Context: an optimization exercise on an open-source flow, tuned for small area, a short achievable clock period and few clock cycles. The choices shown serve that exercise and are no tape-out recipe. Only simulation tests tie the RTL to the original design; equivalence was not proved.

`design/flow/flow/run.sh`:
```
#!/bin/bash
# Layout flow: the standard synthesis and layout steps, with buf_1 port
# buffers and timing repair aimed at a setup margin that covers the clock
# period left over by the fixed 18 ns input and output delays.
set -uo pipefail
bash standard.sh synth > synth.log 2>&1 || exit 1
bash standard.sh SETUP_SLACK_MARGIN=70.8 \
    'BUFFER_PORTS_ARGS=-buffer_cell sky130_fd_sc_hd__buf_1' \
    finish > layout.log 2>&1 || exit 1
```
`design/flow/standard.sh`:
```
#!/bin/bash
# synth_recipe.tcl (not shown) runs the flow's synth.tcl, then flattens the netlist and writes it again
# the make line also repeats each setting of config.mk as NAME=value (left out here)
make -C /OpenROAD-flow-scripts/flow DESIGN_CONFIG=/design/flow/config.mk WORK_HOME=/design/flow/orfs CLKGATE_MAP_FILE= SYNTH_SCRIPT=/design/flow/synth_recipe.tcl "${@:-finish}"
```
`design/flow/config.mk`:
```
export PLATFORM = sky130hd
export DESIGN_NAME = mult_div_unit
export DESIGN_NICKNAME = mult_div_unit
export VERILOG_FILES = /design/flow/design.v
export SDC_FILE = /design/flow/constraint.sdc
export NUM_CORES = 4
export LEC_CHECK = 0
export ABC_AREA = 1
export CAP_MARGIN = 20
export CORE_MARGIN = 2
export CORE_UTILIZATION = 60
export SLEW_MARGIN = 20
```
`design/flow/constraint.sdc`:
```
create_clock -name core_clock -period 90.0 [get_ports {clk}]
set_input_delay 18.0000 -clock core_clock [delete_from_list [all_inputs] [get_ports {clk}]]
set_output_delay 18.0000 -clock core_clock [all_outputs]
set_load 0.01 [all_outputs]
```
`design/flow/design.v`:
```
`default_nettype none
module mult_div_unit #(
    parameter int BS  = 8      
) (
    input  logic        clk,
    input  logic        reset,
    input  logic        start,
    input  logic [2:0]  op,
    input  logic [31:0] RD1,
    input  logic [31:0] RD2,
    output logic        busy,
    output logic [31:0] HI,
    output logic [31:0] LO
);
    localparam int RM = 8;                              
    localparam int ND = RM / 2;                         
    localparam int W  = (32 + RM > 35) ? 32 + RM : 35;  
    localparam logic [4:0] c_mul_last = 5'(32 / RM - 1);
    localparam logic [1:0] ST_MUL  = 2'd0;
    localparam logic [1:0] ST_MFIX = 2'd1;
    localparam logic [1:0] ST_PREP = 2'd2;
    localparam logic [1:0] ST_ITER = 2'd3;
    logic        r_busy;
    logic [1:0]  r_st;
    logic [4:0]  r_cnt;
    logic        r_sgnd;      
    logic        r_aneg;      
    logic        r_mprev;     
    logic [31:0] r_b;
    logic [31:0] r_hi;
    logic [31:0] r_lo;
    wire w_mul  = (r_st == ST_MUL);
    wire w_prep = (r_st == ST_PREP);
    wire w_iter = (r_st == ST_ITER);
    wire w_div  = r_st[1];
    wire w_bneg = r_sgnd & r_b[31];
    wire w_qneg = r_aneg ^ w_bneg;
    logic [31:0] w_am, w_bm;
    logic [5:0]  w_la, w_lb;
    logic [5:0]  w_s;
    assign w_am = r_hi ^ {32{r_aneg}};
    assign w_bm = r_b ^ {32{w_bneg}};
    always_comb begin
        w_la = 6'd0;
        w_lb = 6'd1;
        for (int i = 0; i < 32; i++) begin
            if (w_am[i]) w_la = 6'(i + 1);
            if (w_bm[i]) w_lb = 6'(i + 1);
        end
    end
    assign w_s = w_la + {5'd0, r_aneg} - w_lb;
    wire w_sneg = w_s[5];
    wire w_div0 = (r_b == 32'd0);
    logic [4:0]  w_amt;
    logic [31:0] w_sh;
    always_comb begin
        w_amt = 5'd0;
        if (w_iter) w_amt = r_cnt;
        else if (w_prep && !w_qneg) w_amt = w_s[4:0];
    end
    always_comb begin
        case (w_amt[4:3])
            2'd0: w_sh = r_b;
            2'd1: w_sh = {r_b[23:0], 8'd0};
            2'd2: w_sh = {r_b[15:0], 16'd0};
            default: w_sh = {r_b[7:0], 24'd0};
        endcase
    end
    logic [32:0] w_a33;
    logic        w_hext;
    logic [33:0] w_ppr0, w_ppr1, w_ppr2, w_ppr3;
    logic [3:0]  w_neg;
    assign w_a33  = {w_bneg, w_sh};
    assign w_hext = r_hi[31] & (r_sgnd | ~w_div);
    always_comb begin
        logic [2:0]  bits;
        logic        one, two, neg;
        logic [33:0] pp [ND];
        for (int j = 0; j < ND; j++) begin
            bits = {r_lo[2*j+1], r_lo[2*j], (j == 0) ? r_mprev : r_lo[2*j-1]};
            one  = bits[1] ^ bits[0];
            two  = (bits == 3'b100) || (bits == 3'b011);
            neg  = bits[2];
            if (!w_mul) begin
                one = (j == 32'(w_amt[2:1])) && !w_amt[0];
                two = (j == 32'(w_amt[2:1])) && w_amt[0];
                neg = (j == 32'(w_amt[2:1])) && w_div && !w_qneg;
            end
            pp[j] = ({34{one}} & {w_a33[32], w_a33}) | ({34{two}} & {w_a33, 1'b0});
            pp[j] = pp[j] ^ {34{neg}};
            w_neg[j] = neg;
        end
        w_ppr0 = pp[0];
        w_ppr1 = pp[1];
        w_ppr2 = pp[2];
        w_ppr3 = pp[3];
    end
    logic [W-1:0] w_csa_s, w_csa_c;
    logic
                 w_t1,
                 w_t2,
                 w_t3,
                 w_t4,
                 w_t5,
                 w_t6,
                 w_t7,
                 w_t8,
                 w_t9,
                 w_t10,
                 w_t11,
                 w_t12,
                 w_t13,
                 w_t14,
                 w_t15,
                 w_t16,
                 w_t17,
                 w_t18,
                 w_t19,
                 w_t20,
                 w_t21,
                 w_t22,
                 w_t23,
                 w_t24,
                 w_t25,
                 w_t26,
                 w_t27,
                 w_t28,
                 w_t29,
                 w_t30,
                 w_t31,
                 w_t32,
                 w_t33,
                 w_t34,
                 w_t35,
                 w_t36,
                 w_t37,
                 w_t38,
                 w_t39,
                 w_t40,
                 w_t41,
                 w_t42,
                 w_t43,
                 w_t44,
                 w_t45,
                 w_t46,
                 w_t47,
                 w_t48,
                 w_t49,
                 w_t50,
                 w_t51,
                 w_t52,
                 w_t53,
                 w_t54,
                 w_t55,
                 w_t56,
                 w_t57,
                 w_t58,
                 w_t59,
                 w_t60,
                 w_t61,
                 w_t62,
                 w_t63,
                 w_t64,
                 w_t65,
                 w_t66,
                 w_t67,
                 w_t68,
                 w_t69,
                 w_t70,
                 w_t71,
                 w_t72,
                 w_t73,
                 w_t74,
                 w_t75,
                 w_t76,
                 w_t77,
                 w_t78,
                 w_t79,
                 w_t80,
                 w_t81,
                 w_t82,
                 w_t83,
                 w_t84,
                 w_t85,
                 w_t86,
                 w_t87,
                 w_t88,
                 w_t89,
                 w_t90,
                 w_t91,
                 w_t92,
                 w_t93,
                 w_t94,
                 w_t95,
                 w_t96,
                 w_t97,
                 w_t98,
                 w_t99,
                 w_t100,
                 w_t101,
                 w_t102,
                 w_t103,
                 w_t104,
                 w_t105,
                 w_t106,
                 w_t107,
                 w_t108,
                 w_t109,
                 w_t110,
                 w_t111,
                 w_t112,
                 w_t113,
                 w_t114,
                 w_t115,
                 w_t116,
                 w_t117,
                 w_t118,
                 w_t119,
                 w_t120,
                 w_t121,
                 w_t122,
                 w_t123,
                 w_t124,
                 w_t125,
                 w_t126,
                 w_t127,
                 w_t128,
                 w_t129,
                 w_t130,
                 w_t131,
                 w_t132,
                 w_t133,
                 w_t134,
                 w_t135,
                 w_t136,
                 w_t137,
                 w_t138,
                 w_t139,
                 w_t140,
                 w_t141,
                 w_t142,
                 w_t143,
                 w_t144,
                 w_t145,
                 w_t146,
                 w_t147,
                 w_t148,
                 w_t149,
                 w_t150,
                 w_t151,
                 w_t152,
                 w_t153,
                 w_t154,
                 w_t155,
                 w_t156,
                 w_t157,
                 w_t158,
                 w_t159,
                 w_t160,
                 w_t161,
                 w_t162,
                 w_t163,
                 w_t164,
                 w_t165,
                 w_t166,
                 w_t167,
                 w_t168,
                 w_t169,
                 w_t170,
                 w_t171,
                 w_t172,
                 w_t173,
                 w_t174,
                 w_t175,
                 w_t176,
                 w_t177,
                 w_t178,
                 w_t179,
                 w_t180,
                 w_t181,
                 w_t182,
                 w_t183,
                 w_t184,
                 w_t185,
                 w_t186,
                 w_t187,
                 w_t188,
                 w_t189,
                 w_t190,
                 w_t191,
                 w_t192,
                 w_t193,
                 w_t194,
                 w_t195,
                 w_t196,
                 w_t197,
                 w_t198,
                 w_t199,
                 w_t200,
                 w_t201,
                 w_t202,
                 w_t203,
                 w_t204,
                 w_t205,
                 w_t206,
                 w_t207,
                 w_t208,
                 w_t209,
                 w_t210,
                 w_t211,
                 w_t212,
                 w_t213,
                 w_t214,
                 w_t215,
                 w_t216,
                 w_t217,
                 w_t218,
                 w_t219,
                 w_t220,
                 w_t221,
                 w_t222,
                 w_t223,
                 w_t224,
                 w_t225,
                 w_t226,
                 w_t227,
                 w_t228,
                 w_t229,
                 w_t230,
                 w_t231,
                 w_t232,
                 w_t233,
                 w_t234,
                 w_t235,
                 w_t236,
                 w_t237,
                 w_t238,
                 w_t239,
                 w_t240,
                 w_t241,
                 w_t242,
                 w_t243,
                 w_t244,
                 w_t245,
                 w_t246,
                 w_t247,
                 w_t248,
                 w_t249,
                 w_t250,
                 w_t251,
                 w_t252,
                 w_t253,
                 w_t254,
                 w_t255,
                 w_t256,
                 w_t257,
                 w_t258,
                 w_t259,
                 w_t260,
                 w_t261,
                 w_t262,
                 w_t263,
                 w_t264,
                 w_t265,
                 w_t266;
    assign w_t1 = r_hi[4] ^ w_ppr0[4];
    assign w_t2 = r_hi[4] & w_ppr0[4];
    assign w_t3 = r_hi[5] ^ w_ppr0[5];
    assign w_t4 = r_hi[5] & w_ppr0[5];
    assign w_t5 = r_hi[6] ^ w_ppr0[6] ^ w_ppr1[4];
    assign w_t6 = (r_hi[6] & w_ppr0[6]) | (r_hi[6] & w_ppr1[4]) | (w_ppr0[6] & w_ppr1[4]);
    assign w_t7 = w_ppr2[2] ^ w_ppr3[0];
    assign w_t8 = w_ppr2[2] & w_ppr3[0];
    assign w_t9 = r_hi[7] ^ w_ppr0[7] ^ w_ppr1[5];
    assign w_t10 = (r_hi[7] & w_ppr0[7]) | (r_hi[7] & w_ppr1[5]) | (w_ppr0[7] & w_ppr1[5]);
    assign w_t11 = w_ppr2[3] ^ w_ppr3[1];
    assign w_t12 = w_ppr2[3] & w_ppr3[1];
    assign w_t13 = r_hi[8] ^ w_ppr0[8] ^ w_ppr1[6];
    assign w_t14 = (r_hi[8] & w_ppr0[8]) | (r_hi[8] & w_ppr1[6]) | (w_ppr0[8] & w_ppr1[6]);
    assign w_t15 = w_ppr2[4] ^ w_ppr3[2];
    assign w_t16 = w_ppr2[4] & w_ppr3[2];
    assign w_t17 = r_hi[9] ^ w_ppr0[9] ^ w_ppr1[7];
    assign w_t18 = (r_hi[9] & w_ppr0[9]) | (r_hi[9] & w_ppr1[7]) | (w_ppr0[9] & w_ppr1[7]);
    assign w_t19 = w_ppr2[5] ^ w_ppr3[3];
    assign w_t20 = w_ppr2[5] & w_ppr3[3];
    assign w_t21 = r_hi[10] ^ w_ppr0[10] ^ w_ppr1[8];
    assign w_t22 = (r_hi[10] & w_ppr0[10]) | (r_hi[10] & w_ppr1[8]) | (w_ppr0[10] & w_ppr1[8]);
    assign w_t23 = w_ppr2[6] ^ w_ppr3[4];
    assign w_t24 = w_ppr2[6] & w_ppr3[4];
    assign w_t25 = r_hi[11] ^ w_ppr0[11] ^ w_ppr1[9];
    assign w_t26 = (r_hi[11] & w_ppr0[11]) | (r_hi[11] & w_ppr1[9]) | (w_ppr0[11] & w_ppr1[9]);
    assign w_t27 = w_ppr2[7] ^ w_ppr3[5];
    assign w_t28 = w_ppr2[7] & w_ppr3[5];
    assign w_t29 = r_hi[12] ^ w_ppr0[12] ^ w_ppr1[10];
    assign w_t30 = (r_hi[12] & w_ppr0[12]) | (r_hi[12] & w_ppr1[10]) | (w_ppr0[12] & w_ppr1[10]);
    assign w_t31 = w_ppr2[8] ^ w_ppr3[6];
    assign w_t32 = w_ppr2[8] & w_ppr3[6];
    assign w_t33 = r_hi[13] ^ w_ppr0[13] ^ w_ppr1[11];
    assign w_t34 = (r_hi[13] & w_ppr0[13]) | (r_hi[13] & w_ppr1[11]) | (w_ppr0[13] & w_ppr1[11]);
    assign w_t35 = w_ppr2[9] ^ w_ppr3[7];
    assign w_t36 = w_ppr2[9] & w_ppr3[7];
    assign w_t37 = r_hi[14] ^ w_ppr0[14] ^ w_ppr1[12];
    assign w_t38 = (r_hi[14] & w_ppr0[14]) | (r_hi[14] & w_ppr1[12]) | (w_ppr0[14] & w_ppr1[12]);
    assign w_t39 = w_ppr2[10] ^ w_ppr3[8];
    assign w_t40 = w_ppr2[10] & w_ppr3[8];
    assign w_t41 = r_hi[15] ^ w_ppr0[15] ^ w_ppr1[13];
    assign w_t42 = (r_hi[15] & w_ppr0[15]) | (r_hi[15] & w_ppr1[13]) | (w_ppr0[15] & w_ppr1[13]);
    assign w_t43 = w_ppr2[11] ^ w_ppr3[9];
    assign w_t44 = w_ppr2[11] & w_ppr3[9];
    assign w_t45 = r_hi[16] ^ w_ppr0[16] ^ w_ppr1[14];
    assign w_t46 = (r_hi[16] & w_ppr0[16]) | (r_hi[16] & w_ppr1[14]) | (w_ppr0[16] & w_ppr1[14]);
    assign w_t47 = w_ppr2[12] ^ w_ppr3[10];
    assign w_t48 = w_ppr2[12] & w_ppr3[10];
    assign w_t49 = r_hi[17] ^ w_ppr0[17] ^ w_ppr1[15];
    assign w_t50 = (r_hi[17] & w_ppr0[17]) | (r_hi[17] & w_ppr1[15]) | (w_ppr0[17] & w_ppr1[15]);
    assign w_t51 = w_ppr2[13] ^ w_ppr3[11];
    assign w_t52 = w_ppr2[13] & w_ppr3[11];
    assign w_t53 = r_hi[18] ^ w_ppr0[18] ^ w_ppr1[16];
    assign w_t54 = (r_hi[18] & w_ppr0[18]) | (r_hi[18] & w_ppr1[16]) | (w_ppr0[18] & w_ppr1[16]);
    assign w_t55 = w_ppr2[14] ^ w_ppr3[12];
    assign w_t56 = w_ppr2[14] & w_ppr3[12];
    assign w_t57 = r_hi[19] ^ w_ppr0[19] ^ w_ppr1[17];
    assign w_t58 = (r_hi[19] & w_ppr0[19]) | (r_hi[19] & w_ppr1[17]) | (w_ppr0[19] & w_ppr1[17]);
    assign w_t59 = w_ppr2[15] ^ w_ppr3[13];
    assign w_t60 = w_ppr2[15] & w_ppr3[13];
    assign w_t61 = r_hi[20] ^ w_ppr0[20] ^ w_ppr1[18];
    assign w_t62 = (r_hi[20] & w_ppr0[20]) | (r_hi[20] & w_ppr1[18]) | (w_ppr0[20] & w_ppr1[18]);
    assign w_t63 = w_ppr2[16] ^ w_ppr3[14];
    assign w_t64 = w_ppr2[16] & w_ppr3[14];
    assign w_t65 = r_hi[21] ^ w_ppr0[21] ^ w_ppr1[19];
    assign w_t66 = (r_hi[21] & w_ppr0[21]) | (r_hi[21] & w_ppr1[19]) | (w_ppr0[21] & w_ppr1[19]);
    assign w_t67 = w_ppr2[17] ^ w_ppr3[15];
    assign w_t68 = w_ppr2[17] & w_ppr3[15];
    assign w_t69 = r_hi[22] ^ w_ppr0[22] ^ w_ppr1[20];
    assign w_t70 = (r_hi[22] & w_ppr0[22]) | (r_hi[22] & w_ppr1[20]) | (w_ppr0[22] & w_ppr1[20]);
    assign w_t71 = w_ppr2[18] ^ w_ppr3[16];
    assign w_t72 = w_ppr2[18] & w_ppr3[16];
    assign w_t73 = r_hi[23] ^ w_ppr0[23] ^ w_ppr1[21];
    assign w_t74 = (r_hi[23] & w_ppr0[23]) | (r_hi[23] & w_ppr1[21]) | (w_ppr0[23] & w_ppr1[21]);
    assign w_t75 = w_ppr2[19] ^ w_ppr3[17];
    assign w_t76 = w_ppr2[19] & w_ppr3[17];
    assign w_t77 = r_hi[24] ^ w_ppr0[24] ^ w_ppr1[22];
    assign w_t78 = (r_hi[24] & w_ppr0[24]) | (r_hi[24] & w_ppr1[22]) | (w_ppr0[24] & w_ppr1[22]);
    assign w_t79 = w_ppr2[20] ^ w_ppr3[18];
    assign w_t80 = w_ppr2[20] & w_ppr3[18];
    assign w_t81 = r_hi[25] ^ w_ppr0[25] ^ w_ppr1[23];
    assign w_t82 = (r_hi[25] & w_ppr0[25]) | (r_hi[25] & w_ppr1[23]) | (w_ppr0[25] & w_ppr1[23]);
    assign w_t83 = w_ppr2[21] ^ w_ppr3[19];
    assign w_t84 = w_ppr2[21] & w_ppr3[19];
    assign w_t85 = r_hi[26] ^ w_ppr0[26] ^ w_ppr1[24];
    assign w_t86 = (r_hi[26] & w_ppr0[26]) | (r_hi[26] & w_ppr1[24]) | (w_ppr0[26] & w_ppr1[24]);
    assign w_t87 = w_ppr2[22] ^ w_ppr3[20];
    assign w_t88 = w_ppr2[22] & w_ppr3[20];
    assign w_t89 = r_hi[27] ^ w_ppr0[27] ^ w_ppr1[25];
    assign w_t90 = (r_hi[27] & w_ppr0[27]) | (r_hi[27] & w_ppr1[25]) | (w_ppr0[27] & w_ppr1[25]);
    assign w_t91 = w_ppr2[23] ^ w_ppr3[21];
    assign w_t92 = w_ppr2[23] & w_ppr3[21];
    assign w_t93 = r_hi[28] ^ w_ppr0[28] ^ w_ppr1[26];
    assign w_t94 = (r_hi[28] & w_ppr0[28]) | (r_hi[28] & w_ppr1[26]) | (w_ppr0[28] & w_ppr1[26]);
    assign w_t95 = w_ppr2[24] ^ w_ppr3[22];
    assign w_t96 = w_ppr2[24] & w_ppr3[22];
    assign w_t97 = r_hi[29] ^ w_ppr0[29] ^ w_ppr1[27];
    assign w_t98 = (r_hi[29] & w_ppr0[29]) | (r_hi[29] & w_ppr1[27]) | (w_ppr0[29] & w_ppr1[27]);
    assign w_t99 = w_ppr2[25] ^ w_ppr3[23];
    assign w_t100 = w_ppr2[25] & w_ppr3[23];
    assign w_t101 = r_hi[30] ^ w_ppr0[30] ^ w_ppr1[28];
    assign w_t102 = (r_hi[30] & w_ppr0[30]) | (r_hi[30] & w_ppr1[28]) | (w_ppr0[30] & w_ppr1[28]);
    assign w_t103 = w_ppr2[26] ^ w_ppr3[24];
    assign w_t104 = w_ppr2[26] & w_ppr3[24];
    assign w_t105 = r_hi[31] ^ w_ppr0[31] ^ w_ppr1[29];
    assign w_t106 = (r_hi[31] & w_ppr0[31]) | (r_hi[31] & w_ppr1[29]) | (w_ppr0[31] & w_ppr1[29]);
    assign w_t107 = w_ppr2[27] ^ w_ppr3[25];
    assign w_t108 = w_ppr2[27] & w_ppr3[25];
    assign w_t109 = w_hext ^ w_ppr0[32] ^ w_ppr1[30];
    assign w_t110 = (w_hext & w_ppr0[32]) | (w_hext & w_ppr1[30]) | (w_ppr0[32] & w_ppr1[30]);
    assign w_t111 = w_ppr2[28] ^ w_ppr3[26];
    assign w_t112 = w_ppr2[28] & w_ppr3[26];
    assign w_t113 = ~w_hext ^ ~w_ppr0[33] ^ w_ppr1[31];
    assign w_t114 = (~w_hext & ~w_ppr0[33]) | (~w_hext & w_ppr1[31]) | (~w_ppr0[33] & w_ppr1[31]);
    assign w_t115 = w_ppr2[29] ^ w_ppr3[27];
    assign w_t116 = w_ppr2[29] & w_ppr3[27];
    assign w_t117 = w_ppr1[32] ^ w_ppr2[30] ^ w_ppr3[28];
    assign w_t118 = (w_ppr1[32] & w_ppr2[30]) | (w_ppr1[32] & w_ppr3[28]) | (w_ppr2[30] & w_ppr3[28]);
    assign w_t119 = r_hi[2] ^ w_ppr0[2];
    assign w_t120 = r_hi[2] & w_ppr0[2];
    assign w_t121 = r_hi[3] ^ w_ppr0[3];
    assign w_t122 = r_hi[3] & w_ppr0[3];
    assign w_t123 = w_ppr1[2] ^ w_ppr2[0] ^ w_neg[2];
    assign w_t124 = (w_ppr1[2] & w_ppr2[0]) | (w_ppr1[2] & w_neg[2]) | (w_ppr2[0] & w_neg[2]);
    assign w_t125 = w_ppr1[3] ^ w_ppr2[1] ^ w_t3;
    assign w_t126 = (w_ppr1[3] & w_ppr2[1]) | (w_ppr1[3] & w_t3) | (w_ppr2[1] & w_t3);
    assign w_t127 = w_neg[3] ^ w_t5 ^ w_t7;
    assign w_t128 = (w_neg[3] & w_t5) | (w_neg[3] & w_t7) | (w_t5 & w_t7);
    assign w_t129 = w_t9 ^ w_t11 ^ w_t6;
    assign w_t130 = (w_t9 & w_t11) | (w_t9 & w_t6) | (w_t11 & w_t6);
    assign w_t131 = w_t13 ^ w_t15 ^ w_t10;
    assign w_t132 = (w_t13 & w_t15) | (w_t13 & w_t10) | (w_t15 & w_t10);
    assign w_t133 = w_t17 ^ w_t19 ^ w_t14;
    assign w_t134 = (w_t17 & w_t19) | (w_t17 & w_t14) | (w_t19 & w_t14);
    assign w_t135 = w_t21 ^ w_t23 ^ w_t18;
    assign w_t136 = (w_t21 & w_t23) | (w_t21 & w_t18) | (w_t23 & w_t18);
    assign w_t137 = w_t25 ^ w_t27 ^ w_t22;
    assign w_t138 = (w_t25 & w_t27) | (w_t25 & w_t22) | (w_t27 & w_t22);
    assign w_t139 = w_t29 ^ w_t31 ^ w_t26;
    assign w_t140 = (w_t29 & w_t31) | (w_t29 & w_t26) | (w_t31 & w_t26);
    assign w_t141 = w_t33 ^ w_t35 ^ w_t30;
    assign w_t142 = (w_t33 & w_t35) | (w_t33 & w_t30) | (w_t35 & w_t30);
    assign w_t143 = w_t37 ^ w_t39 ^ w_t34;
    assign w_t144 = (w_t37 & w_t39) | (w_t37 & w_t34) | (w_t39 & w_t34);
    assign w_t145 = w_t41 ^ w_t43 ^ w_t38;
    assign w_t146 = (w_t41 & w_t43) | (w_t41 & w_t38) | (w_t43 & w_t38);
    assign w_t147 = w_t45 ^ w_t47 ^ w_t42;
    assign w_t148 = (w_t45 & w_t47) | (w_t45 & w_t42) | (w_t47 & w_t42);
    assign w_t149 = w_t49 ^ w_t51 ^ w_t46;
    assign w_t150 = (w_t49 & w_t51) | (w_t49 & w_t46) | (w_t51 & w_t46);
    assign w_t151 = w_t53 ^ w_t55 ^ w_t50;
    assign w_t152 = (w_t53 & w_t55) | (w_t53 & w_t50) | (w_t55 & w_t50);
    assign w_t153 = w_t57 ^ w_t59 ^ w_t54;
    assign w_t154 = (w_t57 & w_t59) | (w_t57 & w_t54) | (w_t59 & w_t54);
    assign w_t155 = w_t61 ^ w_t63 ^ w_t58;
    assign w_t156 = (w_t61 & w_t63) | (w_t61 & w_t58) | (w_t63 & w_t58);
    assign w_t157 = w_t65 ^ w_t67 ^ w_t62;
    assign w_t158 = (w_t65 & w_t67) | (w_t65 & w_t62) | (w_t67 & w_t62);
    assign w_t159 = w_t69 ^ w_t71 ^ w_t66;
    assign w_t160 = (w_t69 & w_t71) | (w_t69 & w_t66) | (w_t71 & w_t66);
    assign w_t161 = w_t73 ^ w_t75 ^ w_t70;
    assign w_t162 = (w_t73 & w_t75) | (w_t73 & w_t70) | (w_t75 & w_t70);
    assign w_t163 = w_t77 ^ w_t79 ^ w_t74;
    assign w_t164 = (w_t77 & w_t79) | (w_t77 & w_t74) | (w_t79 & w_t74);
    assign w_t165 = w_t81 ^ w_t83 ^ w_t78;
    assign w_t166 = (w_t81 & w_t83) | (w_t81 & w_t78) | (w_t83 & w_t78);
    assign w_t167 = w_t85 ^ w_t87 ^ w_t82;
    assign w_t168 = (w_t85 & w_t87) | (w_t85 & w_t82) | (w_t87 & w_t82);
    assign w_t169 = w_t89 ^ w_t91 ^ w_t86;
    assign w_t170 = (w_t89 & w_t91) | (w_t89 & w_t86) | (w_t91 & w_t86);
    assign w_t171 = w_t93 ^ w_t95 ^ w_t90;
    assign w_t172 = (w_t93 & w_t95) | (w_t93 & w_t90) | (w_t95 & w_t90);
    assign w_t173 = w_t97 ^ w_t99 ^ w_t94;
    assign w_t174 = (w_t97 & w_t99) | (w_t97 & w_t94) | (w_t99 & w_t94);
    assign w_t175 = w_t101 ^ w_t103 ^ w_t98;
    assign w_t176 = (w_t101 & w_t103) | (w_t101 & w_t98) | (w_t103 & w_t98);
    assign w_t177 = w_t105 ^ w_t107 ^ w_t102;
    assign w_t178 = (w_t105 & w_t107) | (w_t105 & w_t102) | (w_t107 & w_t102);
    assign w_t179 = w_t109 ^ w_t111 ^ w_t106;
    assign w_t180 = (w_t109 & w_t111) | (w_t109 & w_t106) | (w_t111 & w_t106);
    assign w_t181 = w_t113 ^ w_t115 ^ w_t110;
    assign w_t182 = (w_t113 & w_t115) | (w_t113 & w_t110) | (w_t115 & w_t110);
    assign w_t183 = 1'b1 ^ w_t117 ^ w_t114;
    assign w_t184 = (1'b1 & w_t117) | (1'b1 & w_t114) | (w_t117 & w_t114);
    assign w_t185 = ~w_ppr1[33] ^ w_ppr2[31] ^ w_ppr3[29];
    assign w_t186 = (~w_ppr1[33] & w_ppr2[31]) | (~w_ppr1[33] & w_ppr3[29]) | (w_ppr2[31] & w_ppr3[29]);
    assign w_t187 = w_ppr2[32] ^ w_ppr3[30];
    assign w_t188 = w_ppr2[32] & w_ppr3[30];
    assign w_t189 = r_hi[0] ^ w_ppr0[0];
    assign w_t190 = r_hi[0] & w_ppr0[0];
    assign w_t191 = r_hi[1] ^ w_ppr0[1];
    assign w_t192 = r_hi[1] & w_ppr0[1];
    assign w_t193 = w_ppr1[0] ^ w_neg[1] ^ w_t119;
    assign w_t194 = (w_ppr1[0] & w_neg[1]) | (w_ppr1[0] & w_t119) | (w_neg[1] & w_t119);
    assign w_t195 = w_ppr1[1] ^ w_t121 ^ w_t120;
    assign w_t196 = (w_ppr1[1] & w_t121) | (w_ppr1[1] & w_t120) | (w_t121 & w_t120);
    assign w_t197 = w_t1 ^ w_t123 ^ w_t122;
    assign w_t198 = (w_t1 & w_t123) | (w_t1 & w_t122) | (w_t123 & w_t122);
    assign w_t199 = w_t2 ^ w_t125 ^ w_t124;
    assign w_t200 = (w_t2 & w_t125) | (w_t2 & w_t124) | (w_t125 & w_t124);
    assign w_t201 = w_t4 ^ w_t127 ^ w_t126;
    assign w_t202 = (w_t4 & w_t127) | (w_t4 & w_t126) | (w_t127 & w_t126);
    assign w_t203 = w_t8 ^ w_t129 ^ w_t128;
    assign w_t204 = (w_t8 & w_t129) | (w_t8 & w_t128) | (w_t129 & w_t128);
    assign w_t205 = w_t12 ^ w_t131 ^ w_t130;
    assign w_t206 = (w_t12 & w_t131) | (w_t12 & w_t130) | (w_t131 & w_t130);
    assign w_t207 = w_t16 ^ w_t133 ^ w_t132;
    assign w_t208 = (w_t16 & w_t133) | (w_t16 & w_t132) | (w_t133 & w_t132);
    assign w_t209 = w_t20 ^ w_t135 ^ w_t134;
    assign w_t210 = (w_t20 & w_t135) | (w_t20 & w_t134) | (w_t135 & w_t134);
    assign w_t211 = w_t24 ^ w_t137 ^ w_t136;
    assign w_t212 = (w_t24 & w_t137) | (w_t24 & w_t136) | (w_t137 & w_t136);
    assign w_t213 = w_t28 ^ w_t139 ^ w_t138;
    assign w_t214 = (w_t28 & w_t139) | (w_t28 & w_t138) | (w_t139 & w_t138);
    assign w_t215 = w_t32 ^ w_t141 ^ w_t140;
    assign w_t216 = (w_t32 & w_t141) | (w_t32 & w_t140) | (w_t141 & w_t140);
    assign w_t217 = w_t36 ^ w_t143 ^ w_t142;
    assign w_t218 = (w_t36 & w_t143) | (w_t36 & w_t142) | (w_t143 & w_t142);
    assign w_t219 = w_t40 ^ w_t145 ^ w_t144;
    assign w_t220 = (w_t40 & w_t145) | (w_t40 & w_t144) | (w_t145 & w_t144);
    assign w_t221 = w_t44 ^ w_t147 ^ w_t146;
    assign w_t222 = (w_t44 & w_t147) | (w_t44 & w_t146) | (w_t147 & w_t146);
    assign w_t223 = w_t48 ^ w_t149 ^ w_t148;
    assign w_t224 = (w_t48 & w_t149) | (w_t48 & w_t148) | (w_t149 & w_t148);
    assign w_t225 = w_t52 ^ w_t151 ^ w_t150;
    assign w_t226 = (w_t52 & w_t151) | (w_t52 & w_t150) | (w_t151 & w_t150);
    assign w_t227 = w_t56 ^ w_t153 ^ w_t152;
    assign w_t228 = (w_t56 & w_t153) | (w_t56 & w_t152) | (w_t153 & w_t152);
    assign w_t229 = w_t60 ^ w_t155 ^ w_t154;
    assign w_t230 = (w_t60 & w_t155) | (w_t60 & w_t154) | (w_t155 & w_t154);
    assign w_t231 = w_t64 ^ w_t157 ^ w_t156;
    assign w_t232 = (w_t64 & w_t157) | (w_t64 & w_t156) | (w_t157 & w_t156);
    assign w_t233 = w_t68 ^ w_t159 ^ w_t158;
    assign w_t234 = (w_t68 & w_t159) | (w_t68 & w_t158) | (w_t159 & w_t158);
    assign w_t235 = w_t72 ^ w_t161 ^ w_t160;
    assign w_t236 = (w_t72 & w_t161) | (w_t72 & w_t160) | (w_t161 & w_t160);
    assign w_t237 = w_t76 ^ w_t163 ^ w_t162;
    assign w_t238 = (w_t76 & w_t163) | (w_t76 & w_t162) | (w_t163 & w_t162);
    assign w_t239 = w_t80 ^ w_t165 ^ w_t164;
    assign w_t240 = (w_t80 & w_t165) | (w_t80 & w_t164) | (w_t165 & w_t164);
    assign w_t241 = w_t84 ^ w_t167 ^ w_t166;
    assign w_t242 = (w_t84 & w_t167) | (w_t84 & w_t166) | (w_t167 & w_t166);
    assign w_t243 = w_t88 ^ w_t169 ^ w_t168;
    assign w_t244 = (w_t88 & w_t169) | (w_t88 & w_t168) | (w_t169 & w_t168);
    assign w_t245 = w_t92 ^ w_t171 ^ w_t170;
    assign w_t246 = (w_t92 & w_t171) | (w_t92 & w_t170) | (w_t171 & w_t170);
    assign w_t247 = w_t96 ^ w_t173 ^ w_t172;
    assign w_t248 = (w_t96 & w_t173) | (w_t96 & w_t172) | (w_t173 & w_t172);
    assign w_t249 = w_t100 ^ w_t175 ^ w_t174;
    assign w_t250 = (w_t100 & w_t175) | (w_t100 & w_t174) | (w_t175 & w_t174);
    assign w_t251 = w_t104 ^ w_t177 ^ w_t176;
    assign w_t252 = (w_t104 & w_t177) | (w_t104 & w_t176) | (w_t177 & w_t176);
    assign w_t253 = w_t108 ^ w_t179 ^ w_t178;
    assign w_t254 = (w_t108 & w_t179) | (w_t108 & w_t178) | (w_t179 & w_t178);
    assign w_t255 = w_t112 ^ w_t181 ^ w_t180;
    assign w_t256 = (w_t112 & w_t181) | (w_t112 & w_t180) | (w_t181 & w_t180);
    assign w_t257 = w_t116 ^ w_t183 ^ w_t182;
    assign w_t258 = (w_t116 & w_t183) | (w_t116 & w_t182) | (w_t183 & w_t182);
    assign w_t259 = w_t118 ^ w_t185 ^ w_t184;
    assign w_t260 = (w_t118 & w_t185) | (w_t118 & w_t184) | (w_t185 & w_t184);
    assign w_t261 = 1'b1 ^ w_t187 ^ w_t186;
    assign w_t262 = (1'b1 & w_t187) | (1'b1 & w_t186) | (w_t187 & w_t186);
    assign w_t263 = ~w_ppr2[33] ^ w_ppr3[31] ^ w_t188;
    assign w_t264 = (~w_ppr2[33] & w_ppr3[31]) | (~w_ppr2[33] & w_t188) | (w_ppr3[31] & w_t188);
    assign w_t265 = w_ppr3[32] ^ 1'b1;
    assign w_t266 = w_ppr3[32] & 1'b1;
    assign w_csa_s[0] = w_neg[0];
    assign w_csa_c[0] = w_t189;
    assign w_csa_s[1] = w_t191;
    assign w_csa_c[1] = w_t190;
    assign w_csa_s[2] = w_t193;
    assign w_csa_c[2] = w_t192;
    assign w_csa_s[3] = w_t195;
    assign w_csa_c[3] = w_t194;
    assign w_csa_s[4] = w_t197;
    assign w_csa_c[4] = w_t196;
    assign w_csa_s[5] = w_t199;
    assign w_csa_c[5] = w_t198;
    assign w_csa_s[6] = w_t201;
    assign w_csa_c[6] = w_t200;
    assign w_csa_s[7] = w_t203;
    assign w_csa_c[7] = w_t202;
    assign w_csa_s[8] = w_t205;
    assign w_csa_c[8] = w_t204;
    assign w_csa_s[9] = w_t207;
    assign w_csa_c[9] = w_t206;
    assign w_csa_s[10] = w_t209;
    assign w_csa_c[10] = w_t208;
    assign w_csa_s[11] = w_t211;
    assign w_csa_c[11] = w_t210;
    assign w_csa_s[12] = w_t213;
    assign w_csa_c[12] = w_t212;
    assign w_csa_s[13] = w_t215;
    assign w_csa_c[13] = w_t214;
    assign w_csa_s[14] = w_t217;
    assign w_csa_c[14] = w_t216;
    assign w_csa_s[15] = w_t219;
    assign w_csa_c[15] = w_t218;
    assign w_csa_s[16] = w_t221;
    assign w_csa_c[16] = w_t220;
    assign w_csa_s[17] = w_t223;
    assign w_csa_c[17] = w_t222;
    assign w_csa_s[18] = w_t225;
    assign w_csa_c[18] = w_t224;
    assign w_csa_s[19] = w_t227;
    assign w_csa_c[19] = w_t226;
    assign w_csa_s[20] = w_t229;
    assign w_csa_c[20] = w_t228;
    assign w_csa_s[21] = w_t231;
    assign w_csa_c[21] = w_t230;
    assign w_csa_s[22] = w_t233;
    assign w_csa_c[22] = w_t232;
    assign w_csa_s[23] = w_t235;
    assign w_csa_c[23] = w_t234;
    assign w_csa_s[24] = w_t237;
    assign w_csa_c[24] = w_t236;
    assign w_csa_s[25] = w_t239;
    assign w_csa_c[25] = w_t238;
    assign w_csa_s[26] = w_t241;
    assign w_csa_c[26] = w_t240;
    assign w_csa_s[27] = w_t243;
    assign w_csa_c[27] = w_t242;
    assign w_csa_s[28] = w_t245;
    assign w_csa_c[28] = w_t244;
    assign w_csa_s[29] = w_t247;
    assign w_csa_c[29] = w_t246;
    assign w_csa_s[30] = w_t249;
    assign w_csa_c[30] = w_t248;
    assign w_csa_s[31] = w_t251;
    assign w_csa_c[31] = w_t250;
    assign w_csa_s[32] = w_t253;
    assign w_csa_c[32] = w_t252;
    assign w_csa_s[33] = w_t255;
    assign w_csa_c[33] = w_t254;
    assign w_csa_s[34] = w_t257;
    assign w_csa_c[34] = w_t256;
    assign w_csa_s[35] = w_t259;
    assign w_csa_c[35] = w_t258;
    assign w_csa_s[36] = w_t261;
    assign w_csa_c[36] = w_t260;
    assign w_csa_s[37] = w_t263;
    assign w_csa_c[37] = w_t262;
    assign w_csa_s[38] = w_t265;
    assign w_csa_c[38] = w_t264;
    assign w_csa_s[39] = ~w_ppr3[33];
    assign w_csa_c[39] = w_t266;
    logic [W-1:0] w_sum;
    always_comb begin
        logic c, cb, g, p, inc;
        logic [W-1:0] s0;
        cb = 1'b0;
        for (int lo = 0; lo < W; lo += BS) begin
            c = 1'b0;
            p = 1'b1;
            for (int i = lo; i < lo + BS && i < W; i++) begin
                s0[i] = w_csa_s[i] ^ w_csa_c[i] ^ c;
                c = (w_csa_s[i] & w_csa_c[i]) | (w_csa_s[i] & c) | (w_csa_c[i] & c);
            end
            g = c;
            inc = cb;
            for (int i = lo; i < lo + BS && i < W; i++) begin
                w_sum[i] = s0[i] ^ inc;
                inc = inc & s0[i];
                p = p & s0[i];
            end
            cb = g | (p & cb);
        end
    end
    logic [34:0] w_t;
    logic        w_take;
    assign w_t    = w_sum[34:0];
    assign w_take = r_aneg ? (w_t[34] || (w_t == 35'd0)) : !w_t[34];
    wire w_acc_md = start && !op[2];
    wire w_pre_go = w_qneg ? w_take : !w_sneg;    
    always_ff @(posedge clk or negedge reset) begin
        if (!reset) begin
            r_busy <= 1'b0;
        end else if (!r_busy) begin
            r_busy <= w_acc_md;
        end else begin
            case (r_st)
                ST_MUL:  if (r_cnt == 5'd0 && (r_sgnd || !r_lo[RM-1])) r_busy <= 1'b0;
                ST_MFIX: r_busy <= 1'b0;
                ST_PREP: if (w_div0 || !w_pre_go || (!w_qneg && w_s[4:0] == 5'd0)) r_busy <= 1'b0;
                default: if (r_cnt == 5'd0) r_busy <= 1'b0;
            endcase
        end
    end
    always_ff @(posedge clk or negedge reset) begin
        if (!reset) begin
            r_st    <= ST_MUL;
            r_cnt   <= 5'd0;
            r_sgnd  <= 1'b0;
            r_aneg  <= 1'b0;
            r_mprev <= 1'b0;
        end else if (!r_busy) begin
            r_st    <= {op[1], 1'b0};
            r_cnt   <= c_mul_last;
            r_sgnd  <= !op[0];
            r_aneg  <= !op[0] && RD1[31];
            r_mprev <= 1'b0;
        end else begin
            case (r_st)
                ST_MUL: begin
                    r_mprev <= r_lo[RM-1];
                    r_cnt   <= r_cnt - 5'd1;
                    if (r_cnt == 5'd0) r_st <= ST_MFIX;
                end
                ST_PREP: begin
                    r_cnt <= w_s[4:0] - {4'd0, !w_qneg};
                    r_st  <= ST_ITER;
                end
                ST_ITER: r_cnt <= r_cnt - 5'd1;
                default: ;
            endcase
        end
    end
    always_ff @(posedge clk) begin
        if (!r_busy) r_b <= RD2;
    end
    logic [31:0] w_hi_int, w_lo_int;
    always_comb begin
        w_hi_int = r_hi;
        w_lo_int = r_lo;
        if (r_busy) begin
            case (r_st)
                ST_MUL: begin
                    w_hi_int = w_sum[RM+31:RM];
                    w_lo_int = {w_sum[RM-1:0], r_lo[31:RM]};
                end
                ST_MFIX: w_hi_int = w_sum[31:0];
                ST_PREP: begin
                    if (w_take && w_pre_go) w_hi_int = w_sum[31:0];
                    if (w_div0)       w_lo_int = '1;
                    else if (w_qneg)  w_lo_int = {32{w_take}};
                    else              w_lo_int = {31'd0, w_take && !w_sneg};
                end
                default: begin
                    if (w_take) w_hi_int = w_sum[31:0];
                    w_lo_int = {r_lo[30:0], w_take ^ w_qneg};
                end
            endcase
        end
    end
    wire w_ld_hi = !r_busy && start && (op[2] == 1'b0 || op == 3'd4);
    wire w_ld_lo = !r_busy && start && (op[2] == 1'b0 || op == 3'd5);
    always_ff @(posedge clk or negedge reset) begin
        if (!reset) begin
            r_hi <= '0;
            r_lo <= '0;
        end else begin
            r_hi <= w_ld_hi ? (RD1 & {32{op[1] | op[2]}}) : w_hi_int;
            r_lo <= w_ld_lo ? RD1 : w_lo_int;
        end
    end
    assign busy = r_busy;
    assign HI   = r_hi;
    assign LO   = r_lo;
endmodule
`default_nettype wire
```
==> run summary <==
==> routing by layer <==
layer	vias up	global-route usage, %	wire, µm
met1	6447	50.8	18200
met4	0	16.3	2340
li1	6008	-	-
met5	-	0	0
met3	161	6.71	5020
met2	822	58.7	21500
==> timing repair <==
action / 4_1_cts / 5_1_grt
hold buffers: 0 / 0
buffers inserted: 9 / 1
endpoints found under the hold margin: 0 / 0
setup endpoints to repair: 64 / 64
gates cloned: 6 / 0
resized for setup: 16 / 15
pin swaps: 2 / 1
==> registers in the layout (all words and copies together), names as in the netlist <==
name	count
r_lo	32
r_mprev	1
r_st	2
r_busy	1
r_b	32
r_cnt	5
r_aneg	1
r_hi	32
r_sgnd	1
==> final cells by class <==
cell class	instances	area, µm²
repair buffers	166	840
flip-flops and latches	107	2840
well taps	319	399
repair inverters	2	15.0
diodes	1	2.50
clock inverters	7	103
inverters	274	1040
clock buffers	9	225
multi-input cells	1241	10300
fillers	2033	7730
==> cells in the mapped netlist, drive strengths merged, types with 7 or more instances <==
cell     number
inv         272
nand2       262
o22ai       174
xor2        173
fa          128
ha           97
dfrtp        75
a21oi        66
o21ai        62
clkbuf       58
nor2         44
a31oi        41
buf          38
a221oi       35
xnor2        33
edfxtp       32
a31o         20
nand3        19
nor4         19
nand4         8
a22oi         7
nor3          7
o2111ai       7
==> worst min-delay path by stage <==
stage / cells past startpoint / slack (ps) / to
after CTS: 2 / 580 / r_mprev$_DFFE_PN0P_
after detailed placement: 2 / 560 / r_mprev$_DFFE_PN0P_
after global placement: 2 / 540 / r_mprev$_DFFE_PN0P_
after global routing: 2 / 620 / r_mprev$_DFFE_PN0P_
final: 2 / 580 / r_mprev$_DFFE_PN0P_
after floorplan: 2 / 530 / r_mprev$_DFFE_PN0P_
==> worst min-delay path, stage by stage (launching register included) <==
cell	delay (ps)
dfrtp_1	410
nand2_1	80
a21oi_1	50
==> per-stage QoR <==
stage | cell area [µm²] | hold slack (ps) | std cells | setup slack [ps]
finish | 15700 | 580 | 2126 | 70830
floorplan | 14400 | 528 | 1716 | 70780
CTS | 15700 | 575 | 2124 | 70810
global placement | 15100 | 542 | 2093 | 69500
global route | 15700 | 618 | 2125 | 70770
detailed placement | 15100 | 559 | 2093 | 69360
==> kinds of logic after synthesis <==
family	after synthesis	share of synthesized area, %
AOI/OAI and AO/OA	437	20.2
xor gates and xnor gates	206	12.7
adders and majority gates	225	26.2
buffers and inverters	370	10.1
DFF	107	19.7
muxes	1	0.0696
and+or+nand+nor	370	11.0
==> summary.txt <==
Status
  – Status: finished clean

Worst setup path
  – Worst path slowest cell: dfrtp_1
  – WP data arrival: 1170 ps
  – Reg-to-reg startpoint: r_aneg$_DFFE_PN0N_
  – Startpoint types: flip-flop
  – Worst setup EP type: primary output
  – Flop2flop setup slack: around 74000 ps
  – CP bufs+invs: 1
  – Reg2reg end: r_hi[7]$_DFFE_PN0P_
  – Critical path endpoint: HI[15]
  – Kind of critical path: flip-flop to primary output
  – Max FO, Critical Path: 4
  – WP data required: approximately 70000 ps
  – R2R depth: 81
  – Worst Setup SP: r_hi[15]$_DFFE_PN0P_
  – Slowest Stage Delay on Critical Path: ~600 ps
  – Crit path cell chain: buf_1
  – Levels on crit path: 1
  – CP top delay family: flip-flops

Finish
  – Commonest cells after routing, fill and taps aside: inv_1, nand2_1, xor2_1
  – Layout area overhead: 9.41%
  – Final nets: roughly 2.1k
  – Share of cells above drive strength 1: 7.92%
  – Most common cell after layout, fill and taps aside: inv_1
  – Fin util: between 60% and 70%

Placement
  – DP Wirelength: 34400 µm
  – PortBufs: about 130
  – Final GP Congestion: ~1.0

Route
  – 1st-pass router iterations: 6
  – Final WL: around 47000 µm
  – Via density: ~6.3
  – DR DRC count: 0
  – Via count: between 10k and 15k
  – Routed length per instance: between 20 and 25 µm
  – Initial DRC Count: between 1.5k and 2k
  – Routed Antenna Nets: 0

Synth
  – Top post-synthesis cells by area: fa_1, dfrtp_1, xor2_1
  – Post-synth top area share: around 18%
  – Post-synthesis area per instance: between 8 and 9 µm²
  – Leading area contributor after synthesis: fa_1
  – Async set or reset register ratio after synthesis: ~70%
  – Predominant post-synthesis flop cell: dfrtp_1
  – Flops & latches, synth: 107
  – Mapped cell area: 14400 µm²
  – Synth Instances: between 1.5k and 2k
  – Post-synth EDFFs: 32
  – Post-synth cell types: 60
  – Syn Nets: about 2k
  – Register area share after synthesis: between 10% and 20%
  – YS warnings: 2

Timing
  – Final period util: around a fifth
  – Max-slew violation count: 0
  – Setup TNS: 0 ps
  – Slew margin rel.: between 30 and 40%
  – Post-Route Skew: about 21 ps
  – Worst slew pin tran: 981 ps
  – Maximum clock rate: around 52 MHz
  – Final hold violations: 0
  – RSZ-0062 raised after global routing: yes
  – Final setup fails: 0
  – Tmin final: between 15000 and 20000 ps

Clock network
  – Htree depth: 3
  – Clock slew at reported path FFs: approximately 100 ps
  – Clock sinks: 107
  – CTS tree: done
  – Clock Path Buffers: 2
  – Root Buffer: clkbuf_16
  – CTS Buf Count: 9
  – Clock latency (worst-skew pair): 380 ps

Floorplan
  – DIE HEIGHT: approximately 160 µm
  – Die X-Extent: about 160 µm
  – Initial core utilization: around three fifths
  – Core Footprint: roughly 23000 µm²
  – Die ar.: around 25000 µm²
  – FP Rows: 56
  – Io pins: ~140

Global routing
  – Grt ovf: 0
  – Initial antenna violation count: 1
  – Via count of the first global-routing pass: roughly 13k
  – GRT Total Usage: between 30% and 40%
  – Largest net degree at the start of global routing: 76
  – First-pass GRT wire length: 73700 µm

Worst hold path
  – HP Start: r_mprev$_DFFE_PN0P_
  – HP Class: flip-flop to flip-flop

Job
  – Max-cap viol count: 0
Testbench counts, summed over its fixed seeds: cycles 13,407.

separate check: timing with driven ports:
How much do the figures lean on ideal ports? The routed layout below was timed once more, with nothing changed but the port constraints.
Step 1: set_driving_cell puts a clkbuf_16 on clk and a buf_2 on each other input, an assumption about the parent block.
Step 2 moves the port delays by t, midway between the first and last clock arrival at a register: inputs arrive t later, outputs are due t later. That takes back most of the time a late clock gives input paths.
a / b / c = no drivers / after step 1 / after step 2; a / b = the first two.
shift t [ns]: 0.418
setup WS [ns]: 70.831 / 70.780 / 70.462
hold WS [ns]: 0.580 / 0.580 / 0.580
clock arrival spread, ns: 0.021 / 0.021
After both steps setup and hold are still met in this run. The setup slack of this run moves by -0.051 ns with the drivers and by -0.369 ns with both steps.
